Context: an optimization exercise on an open-source flow, tuned for small area and a short achievable clock period. The choices shown serve that exercise and are no tape-out recipe. The RTL was checked by simulation tests, not by an equivalence proof against the original design. No activity file was given, so power comes from the tool's default toggle rates.

<file path="flow/design.v">
package bbox_pkg;
    typedef logic signed [24-1:0] coord_t;
    typedef enum logic [3:0] {
        MSAA_1X  = 4'b1000,   
        MSAA_4X  = 4'b0100,   
        MSAA_16X = 4'b0010,   
        MSAA_64X = 4'b0001    
    } msaa_mode_e;
endpackage
module bbox_extent (
    input  logic [3*24-1:0] i_vert_x,    
    input  logic [3*24-1:0] i_vert_y,
    output bbox_pkg::coord_t                   o_ll_x,
    output bbox_pkg::coord_t                   o_ll_y,
    output bbox_pkg::coord_t                   o_ur_x,
    output bbox_pkg::coord_t                   o_ur_y
);
    localparam int NV = 3;
    localparam int SF = 24;
    logic signed [SF-1:0] vert [2][NV];       
    always_comb begin
        for (int v = 0; v < NV; v++) begin
            vert[0][v] = i_vert_x[v*SF +: SF];
            vert[1][v] = i_vert_y[v*SF +: SF];
        end
    end
    for (genvar a = 0; a < 2; a++) begin : g_axis
        logic [NV-1:0]        sel_lo;         
        logic [NV-1:0]        sel_hi;         
        logic signed [SF-1:0] lo;
        logic signed [SF-1:0] hi;
        always_comb begin
            for (int v = 0; v < NV; v++) begin
                sel_lo[v] = 1'b1;
                sel_hi[v] = 1'b1;
                for (int w = 0; w < NV; w++) begin
                    if (w < v) begin
                        sel_lo[v] &= (vert[a][v] < vert[a][w]);
                        sel_hi[v] &= (vert[a][v] > vert[a][w]);
                    end else if (w > v) begin
                        sel_lo[v] &= (vert[a][v] <= vert[a][w]);
                        sel_hi[v] &= (vert[a][v] >= vert[a][w]);
                    end
                end
            end
        end
        always_comb begin
            lo = '0;
            hi = '0;
            for (int v = 0; v < NV; v++) begin
                lo |= vert[a][v] & {SF{sel_lo[v]}};
                hi |= vert[a][v] & {SF{sel_hi[v]}};
            end
        end
    end
    assign o_ll_x = g_axis[0].lo;
    assign o_ll_y = g_axis[1].lo;
    assign o_ur_x = g_axis[0].hi;
    assign o_ur_y = g_axis[1].hi;
endmodule
module bbox_grid_clip (
    input  bbox_pkg::coord_t i_ll_x,
    input  bbox_pkg::coord_t i_ll_y,
    input  bbox_pkg::coord_t i_ur_x,
    input  bbox_pkg::coord_t i_ur_y,
    input  bbox_pkg::coord_t i_screen_w,
    input  bbox_pkg::coord_t i_screen_h,
    input  logic [3:0]       i_msaa,          
    input  logic             i_valid,
    output bbox_pkg::coord_t o_ll_x,
    output bbox_pkg::coord_t o_ll_y,
    output bbox_pkg::coord_t o_ur_x,
    output bbox_pkg::coord_t o_ur_y,
    output logic             o_accept
);
    logic [24-1:0] mask;            
    bbox_pkg::coord_t        corner  [4];     
    bbox_pkg::coord_t        floored [4];
    always_comb begin
        case (i_msaa)
            bbox_pkg::MSAA_1X:  mask = {24{1'b1}} << 10;
            bbox_pkg::MSAA_4X:  mask = {24{1'b1}} << (10 - 1);
            bbox_pkg::MSAA_16X: mask = {24{1'b1}} << (10 - 2);
            bbox_pkg::MSAA_64X: mask = {24{1'b1}} << (10 - 3);
            default:            mask = {24{1'b1}} << 10;   
        endcase
    end
    assign corner[0] = i_ll_x;
    assign corner[1] = i_ll_y;
    assign corner[2] = i_ur_x;
    assign corner[3] = i_ur_y;
    always_comb begin
        for (int c = 0; c < 4; c++) begin
            floored[c] = corner[c] & mask;
        end
    end
    assign o_ll_x = (floored[0] < 0) ? '0 : floored[0];
    assign o_ll_y = (floored[1] < 0) ? '0 : floored[1];
    assign o_ur_x = (floored[2] >= i_screen_w) ? i_screen_w : floored[2];
    assign o_ur_y = (floored[3] >= i_screen_h) ? i_screen_h : floored[3];
    assign o_accept = i_valid
                   && (o_ll_x < i_screen_w)
                   && (o_ll_y < i_screen_h)
                   && (floored[2] > 0)
                   && (floored[3] > 0);
endmodule
module bbox_pipe #(
    parameter int DEPTH = 3,
    parameter int WIDTH = 1
) (
    input  logic             clk,
    input  logic             i_rst,
    input  logic             i_halt,          
    input  logic [WIDTH-1:0] i_data,
    output logic [WIDTH-1:0] o_data
);
    logic [WIDTH-1:0] stage [DEPTH];          
    always_ff @(posedge clk) begin
        if (i_rst) begin
            for (int s = 0; s < DEPTH; s++) begin
                stage[s] <= '0;
            end
        end else if (!i_halt) begin
            stage[0] <= i_data;
            for (int s = 1; s < DEPTH; s++) begin
                stage[s] <= stage[s-1];
            end
        end
    end
    assign o_data = stage[DEPTH-1];
endmodule
module bbox (
    input  logic                              clk,
    input  logic                              i_rst,
    input  logic [3*24-1:0] i_vert_x,    
    input  logic [3*24-1:0] i_vert_y,
    input  logic                              i_valid,
    input  logic [24-1:0]           i_screen_w,
    input  logic [24-1:0]           i_screen_h,
    input  logic [3:0]                        i_msaa,        
    input  logic                              i_halt,
    output logic [3*24-1:0] o_vert_x,
    output logic [3*24-1:0] o_vert_y,
    output logic [24-1:0]           o_ll_x,
    output logic [24-1:0]           o_ll_y,
    output logic [24-1:0]           o_ur_x,
    output logic [24-1:0]           o_ur_y,
    output logic                              o_valid
);
    localparam int NV       = 3;
    localparam int SF       = 24;
    localparam int VERT_LSB = 1 + 4 * SF;     
    localparam int PIPE_W   = VERT_LSB + 2 * NV * SF;
    bbox_pkg::coord_t  raw_ll_x;
    bbox_pkg::coord_t  raw_ll_y;
    bbox_pkg::coord_t  raw_ur_x;
    bbox_pkg::coord_t  raw_ur_y;
    bbox_pkg::coord_t  clip_ll_x;
    bbox_pkg::coord_t  clip_ll_y;
    bbox_pkg::coord_t  clip_ur_x;
    bbox_pkg::coord_t  clip_ur_y;
    logic              accept;
    logic [PIPE_W-1:0] pipe_in;
    logic [PIPE_W-1:0] pipe_out;
    bbox_extent u_extent (
        .i_vert_x (i_vert_x),
        .i_vert_y (i_vert_y),
        .o_ll_x   (raw_ll_x),
        .o_ll_y   (raw_ll_y),
        .o_ur_x   (raw_ur_x),
        .o_ur_y   (raw_ur_y)
    );
    bbox_grid_clip u_grid_clip (
        .i_ll_x     (raw_ll_x),
        .i_ll_y     (raw_ll_y),
        .i_ur_x     (raw_ur_x),
        .i_ur_y     (raw_ur_y),
        .i_screen_w (i_screen_w),
        .i_screen_h (i_screen_h),
        .i_msaa     (i_msaa),
        .i_valid    (i_valid),
        .o_ll_x     (clip_ll_x),
        .o_ll_y     (clip_ll_y),
        .o_ur_x     (clip_ur_x),
        .o_ur_y     (clip_ur_y),
        .o_accept   (accept)
    );
    assign pipe_in[0]              = accept;
    assign pipe_in[1 +: SF]        = clip_ll_x;
    assign pipe_in[1 + SF +: SF]   = clip_ll_y;
    assign pipe_in[1 + 2*SF +: SF] = clip_ur_x;
    assign pipe_in[1 + 3*SF +: SF] = clip_ur_y;
    for (genvar v = 0; v < NV; v++) begin : g_vert
        assign pipe_in[VERT_LSB + 2*v*SF +: SF]     = i_vert_x[v*SF +: SF];
        assign pipe_in[VERT_LSB + (2*v+1)*SF +: SF] = i_vert_y[v*SF +: SF];
        assign o_vert_x[v*SF +: SF] = pipe_out[VERT_LSB + 2*v*SF +: SF];
        assign o_vert_y[v*SF +: SF] = pipe_out[VERT_LSB + (2*v+1)*SF +: SF];
    end
    bbox_pipe #(
        .DEPTH (3),
        .WIDTH (PIPE_W)
    ) u_pipe (
        .clk    (clk),
        .i_rst  (i_rst),
        .i_halt (i_halt),
        .i_data (pipe_in),
        .o_data (pipe_out)
    );
    assign o_valid = pipe_out[0];
    assign o_ll_x  = pipe_out[1 +: SF];
    assign o_ll_y  = pipe_out[1 + SF +: SF];
    assign o_ur_x  = pipe_out[1 + 2*SF +: SF];
    assign o_ur_y  = pipe_out[1 + 3*SF +: SF];
endmodule
</file>
<file path="flow/run.sh">
#!/bin/bash
# synth_recipe.tcl (not shown) runs the flow's synth.tcl, then flattens the netlist and writes it again
# the make line also repeats each setting of config.mk as NAME=value (left out here)
make -C /OpenROAD-flow-scripts/flow DESIGN_CONFIG=/design/flow/config.mk WORK_HOME=/design/flow/orfs CLKGATE_MAP_FILE= SYNTH_SCRIPT=/design/flow/synth_recipe.tcl finish
</file>
<file path="flow/config.mk">
export PLATFORM = sky130hd
export DESIGN_NAME = bbox
export DESIGN_NICKNAME = bbox
export VERILOG_FILES = /design/flow/design.v
export SDC_FILE = /design/flow/constraint.sdc
export NUM_CORES = 4
export LEC_CHECK = 0
export CAP_MARGIN = 20
export CORE_MARGIN = 2
export CORE_UTILIZATION = 25
export SLEW_MARGIN = 20
</file>
<file path="flow/constraint.sdc">
create_clock -name core_clock -period 8.0 [get_ports {clk}]
set_input_delay 1.6000 -clock core_clock [delete_from_list [all_inputs] [get_ports {clk}]]
set_output_delay 1.6000 -clock core_clock [all_outputs]
set_load 0.01 [all_outputs]
</file>
==> results by group <==
Outcome
  – Status: complete, no violations

Finish
  – Finished Core Util: between 30% and 40%
  – Number of filler instances in the final layout: approximately 13000
  – Multi-input combinational cell area: 15640 sq um
  – Final #Nets: 4134
  – Layout Area Growth over Synthesis: 31.88%
  – Register name with the most flops: u_pipe.stage
  – Registers with the highest flip-flop counts: u_pipe.stage: 675 flops
  – Flip-flop count of the largest register after layout: 675
  – Layout cells sized above 1: roughly 8.6%
  – Register Area: roughly 14000 sq um

Timing
  – Final sum of negative setup slack: 0 ns
  – Worst-margin pin slew: between 1 and 1.5 ns
  – Setup repair after global routing missed its margin: false
  – Remaining max-slew budget at the tightest pin: between 20 and 30%
  – Final Skew: about 0.034 ns
  – Ratio of final minimum period to clock period: about nine tenths
  – Finish-stage setup viols: 0
  – Max Clk Rate: around 140 MHz
  – Number of max-slew violations in the final report: 0
  – Minimum clock period: roughly 7.1 ns
  – Final hold violation count: 0

Clocking
  – Clock tree from TritonCTS: done
  – CTS clk-pin slew, worst paths: around 0.050 ns
  – Clk sinks: between 600 and 700
  – Clock root buffer: sky130_fd_sc_hd__clkbuf_16
  – Maximum root-to-sink buffer count: 3
  – Total CTS buffers: 78
  – Source-to-sink clock delay at the later pin of the worst-skew pair: roughly 0.65 ns
  – Hold-fix buffer count after cts: 0
  – Post-cts sizing count: 0
  – H-tree lvl count: 3
  – Post-CTS Setup Repair Bufs: 0

Critical path
  – Crit path DAT: between 7 and 8 ns
  – Beginning of the worst register-to-register path: u_pipe.stage[0][0]
  – Worst EP required: roughly 8.6 ns
  – Count of cells along the worst register-to-register path: 5
  – Worst reg2reg endpoint: u_pipe.stage[0][0]
  – Startpoint type of the worst setup path: primary input
  – Crit Path Class: in2reg
  – Worst Path Max Fanout: 25
  – Worst setup EP type: register
  – R2r setup slk: about 6.6 ns

Min path
  – Kind of path behind the tightest hold check: reg2reg
  – Hold Path Sink: u_pipe.stage[0][37]
  – Cell count of the worst hold path: 2
  – Worst min-delay path startpoint: u_pipe.stage[0][37]

GRT
  – Total global-route track usage: ~17%
  – Initial antenna violation count: 17
  – Wire length of the first global-routing pass: 159.6 mm
  – Number of global-route vias before repair: between 20000 and 25000
  – Leftover overflow at the end of global routing: 0
  – Pin count of the biggest net entering global routing: ~180

Detailed routing
  – Count of nets left with antenna violations after detail routing: 0
  – Overall routed net length: roughly 110 mm
  – DRC Markers: 0
  – Total iterations of the first detailed-routing run: 8
  – Ratio of routed vias to standard cells: roughly 4.6
  – Avg WL per Cell: just over 20 um
  – Via count: 24910
  – Detailed Route Iter0 Violations: about 2000

Synthesis
  – Post-synthesis register bit count: 675
  – Main synth FF type: sky130_fd_sc_hd__dfxtp_1
  – Top-count cell post-synth: sky130_fd_sc_hd__nor2_1
  – Proportion of register bits with asynchronous set or reset after synthesis: 0%
  – Post-synthesis area per instance: 9.447 sq um
  – Post-synthesis cell type count: slightly below 70
  – Syn Std Cell Area: 30490 sq um
  – Largest cells by area after synthesis: sky130_fd_sc_hd__dfxtp_1 44%, sky130_fd_sc_hd__mux2i_1 20%, sky130_fd_sc_hd__ha_1 8.6%
  – Synth Instances: ~3200
  – Yosys top cell area share: approximately 44%
  – Post-synth EDFFs: 0
  – Cell accounting for the most synthesized area: sky130_fd_sc_hd__dfxtp_1
  – Synth warnings: 7
  – Seq/Total Area, Yosys: 44.31%
  – Commonest cells in the synthesized netlist: 695 x sky130_fd_sc_hd__nor2_1, 675 x sky130_fd_sc_hd__dfxtp_1, 596 x sky130_fd_sc_hd__mux2i_1, 210 x sky130_fd_sc_hd__ha_1, 154 x sky130_fd_sc_hd__inv_1

Die
  – Core outline area: 121400 sq um
  – Die width: around 350 um
  – Die height: ~350 um
  – Number of placed I/O pins: ~440
  – Number of cell rows: approximately 130
  – Die area: between 100000 and 150000 sq um
  – Starting density of the core: approximately a quarter

Flow run
  – Max Cap Violations: 0

Placement
  – Count of buffers inserted at the top-level ports: between 400 and 500
  – Post-DP HPWL: roughly 86 mm
  – RD Place Congestion: 0.8984

Power
  – Leak pwr: roughly 18 nW
  – Power Dens Cells: about 230 nW/um^2
  – Max VDD drop: around 0.00013 V
placed cells by master, fill, tap and decap left out, types with 12 or more instances in the layout:
master,synthesis,final
sky130_fd_sc_hd__nand3_1,37,37
sky130_fd_sc_hd__a211o_1,28,28
sky130_fd_sc_hd__a21oi_1,151,151
sky130_fd_sc_hd__nand2_1,131,131
sky130_fd_sc_hd__clkinv_2,0,12
sky130_fd_sc_hd__nor3_1,26,26
sky130_fd_sc_hd__mux2i_1,596,596
sky130_fd_sc_hd__clkbuf_16,0,81
sky130_fd_sc_hd__clkbuf_1,127,12
sky130_fd_sc_hd__ha_1,210,210
sky130_fd_sc_hd__buf_4,17,166
sky130_fd_sc_hd__dfxtp_1,675,675
sky130_fd_sc_hd__conb_1,1,16
sky130_fd_sc_hd__buf_12,0,12
sky130_fd_sc_hd__a21o_1,45,45
sky130_fd_sc_hd__inv_1,154,154
sky130_fd_sc_hd__a222oi_1,43,43
sky130_fd_sc_hd__nor2_1,695,695
sky130_fd_sc_hd__clkbuf_8,0,15
sky130_fd_sc_hd__clkdlybuf4s50_1,0,422
sky130_fd_sc_hd__o21ai_0,20,20
sky130_fd_sc_hd__nand4_1,41,41
sky130_fd_sc_hd__a22o_1,13,13
logic make-up (layout without fill, tap and decap cells):
| group | Yosys count | in the layout | share of synthesized area (%) |
|---|---|---|---|
| compound gates | 380 | 380 | 8.666 |
| buf+inv | 356 | 897 | 4.641 |
| flops | 675 | 675 | 44.31 |
| xor+xnor | 3 | 3 | 0.08618 |
| mux | 600 | 600 | 19.71 |
| other cells | 1 | 24 | 0.01230 |
| simple gates | 1003 | 1003 | 13.95 |
| fa+ha+maj | 210 | 210 | 8.616 |
worst max-delay path: stages:
cell,delay [ns]
sky130_fd_sc_hd__clkdlybuf4s50_1,0.63
sky130_fd_sc_hd__inv_1,0.12
sky130_fd_sc_hd__ha_1,0.32
sky130_fd_sc_hd__nand3_1,0.14
sky130_fd_sc_hd__nor4_4,0.36
sky130_fd_sc_hd__o311ai_1,0.22
sky130_fd_sc_hd__buf_4,0.18
sky130_fd_sc_hd__and4_1,0.19
sky130_fd_sc_hd__nor3_1,0.47
sky130_fd_sc_hd__a222oi_1,0.21
sky130_fd_sc_hd__buf_4,0.19
sky130_fd_sc_hd__nor2_1,0.13
sky130_fd_sc_hd__ha_1,0.26
sky130_fd_sc_hd__a21o_1,0.19
sky130_fd_sc_hd__a21o_1,0.17
sky130_fd_sc_hd__a21o_1,0.16
sky130_fd_sc_hd__a21o_1,0.16
sky130_fd_sc_hd__a221o_1,0.34
sky130_fd_sc_hd__a221oi_1,0.30
sky130_fd_sc_hd__mux2_2,0.39
sky130_fd_sc_hd__a41o_1,0.23
sky130_fd_sc_hd__buf_4,0.22
sky130_fd_sc_hd__a211o_1,0.31
sky130_fd_sc_hd__a21oi_1,0.16
final cells by class:
class                   instances  share of cell area, %
multi-input cells            2212                  38.88
flip-flops and latches        675                  33.60
repair buffers                602                  14.27
clock buffers                 108                  5.666
well taps                    1625                  5.056
inverters                     155                  1.447
clock inverters                32                  1.024
diodes                          8                0.04978
per-stage QoR:
stage	cell area (sq um)	hold slack (ns)	setup slack, ns	cells	total power [mW]
after floorplan	30550	0.4402	1.373	3243	4.625
after global placement	37500	0.4492	0.3421	5269	5.425
after CTS	40190	0.4609	0.9746	5409	9.229
after detailed placement	37500	0.4533	0.3247	5269	5.433
after global routing	40200	0.4777	0.6048	5411	9.534
final	40210	0.4605	0.8866	5417	9.107
layer usage:
layer	vias up	global-route usage [%]	share of wire [%]	wire [um]
li1	12220	-	-	-
met1	11770	22.88	46	50830
met2	746	28.04	46	50900
met3	155	3.643	6.1	6738
met4	14	4.596	2.4	2723
met5	-	0	0.075	84
power by group:
group	internal [mW]	switching [mW]
clock	2.26	1.47
combinational	0.759	1.00
sequential	3.53	0.0958
total	6.54	2.57
worst max path at each step:
stage | endpoint | startpoint
floorplan | u_pipe.stage[0][61] | i_vert_x[57]
global placement | u_pipe.stage[0][56] | i_vert_x[17]
detailed placement | u_pipe.stage[0][63] | i_vert_x[63]
CTS | u_pipe.stage[0][63] | i_vert_x[63]
global route | u_pipe.stage[0][68] | i_vert_x[70]
finish | u_pipe.stage[0][63] | i_vert_x[70]

what the ideal ports hide:
In the flow no input, the clock included, has a driving cell. The finished layout below was timed again as built, in two steps. Step 1 assumes that a clkbuf_16 drives the clock port and a buf_2 every other input. Step 2 moves the port delays by t, midway between the first and last clock arrival at a register: inputs arrive t later, outputs are due t later. That takes back most of the time a late clock gives input paths. Three values: ideal, step 1, step 2; two values: the first two.
t, ns: 0.695
setup slack, ns: 0.887 / 0.927 / 0.232
worst setup path at the end: input to register
After both steps setup and hold are still met in this run. The setup slack of this run moves by +0.040 ns with the drivers and by -0.655 ns with both steps.
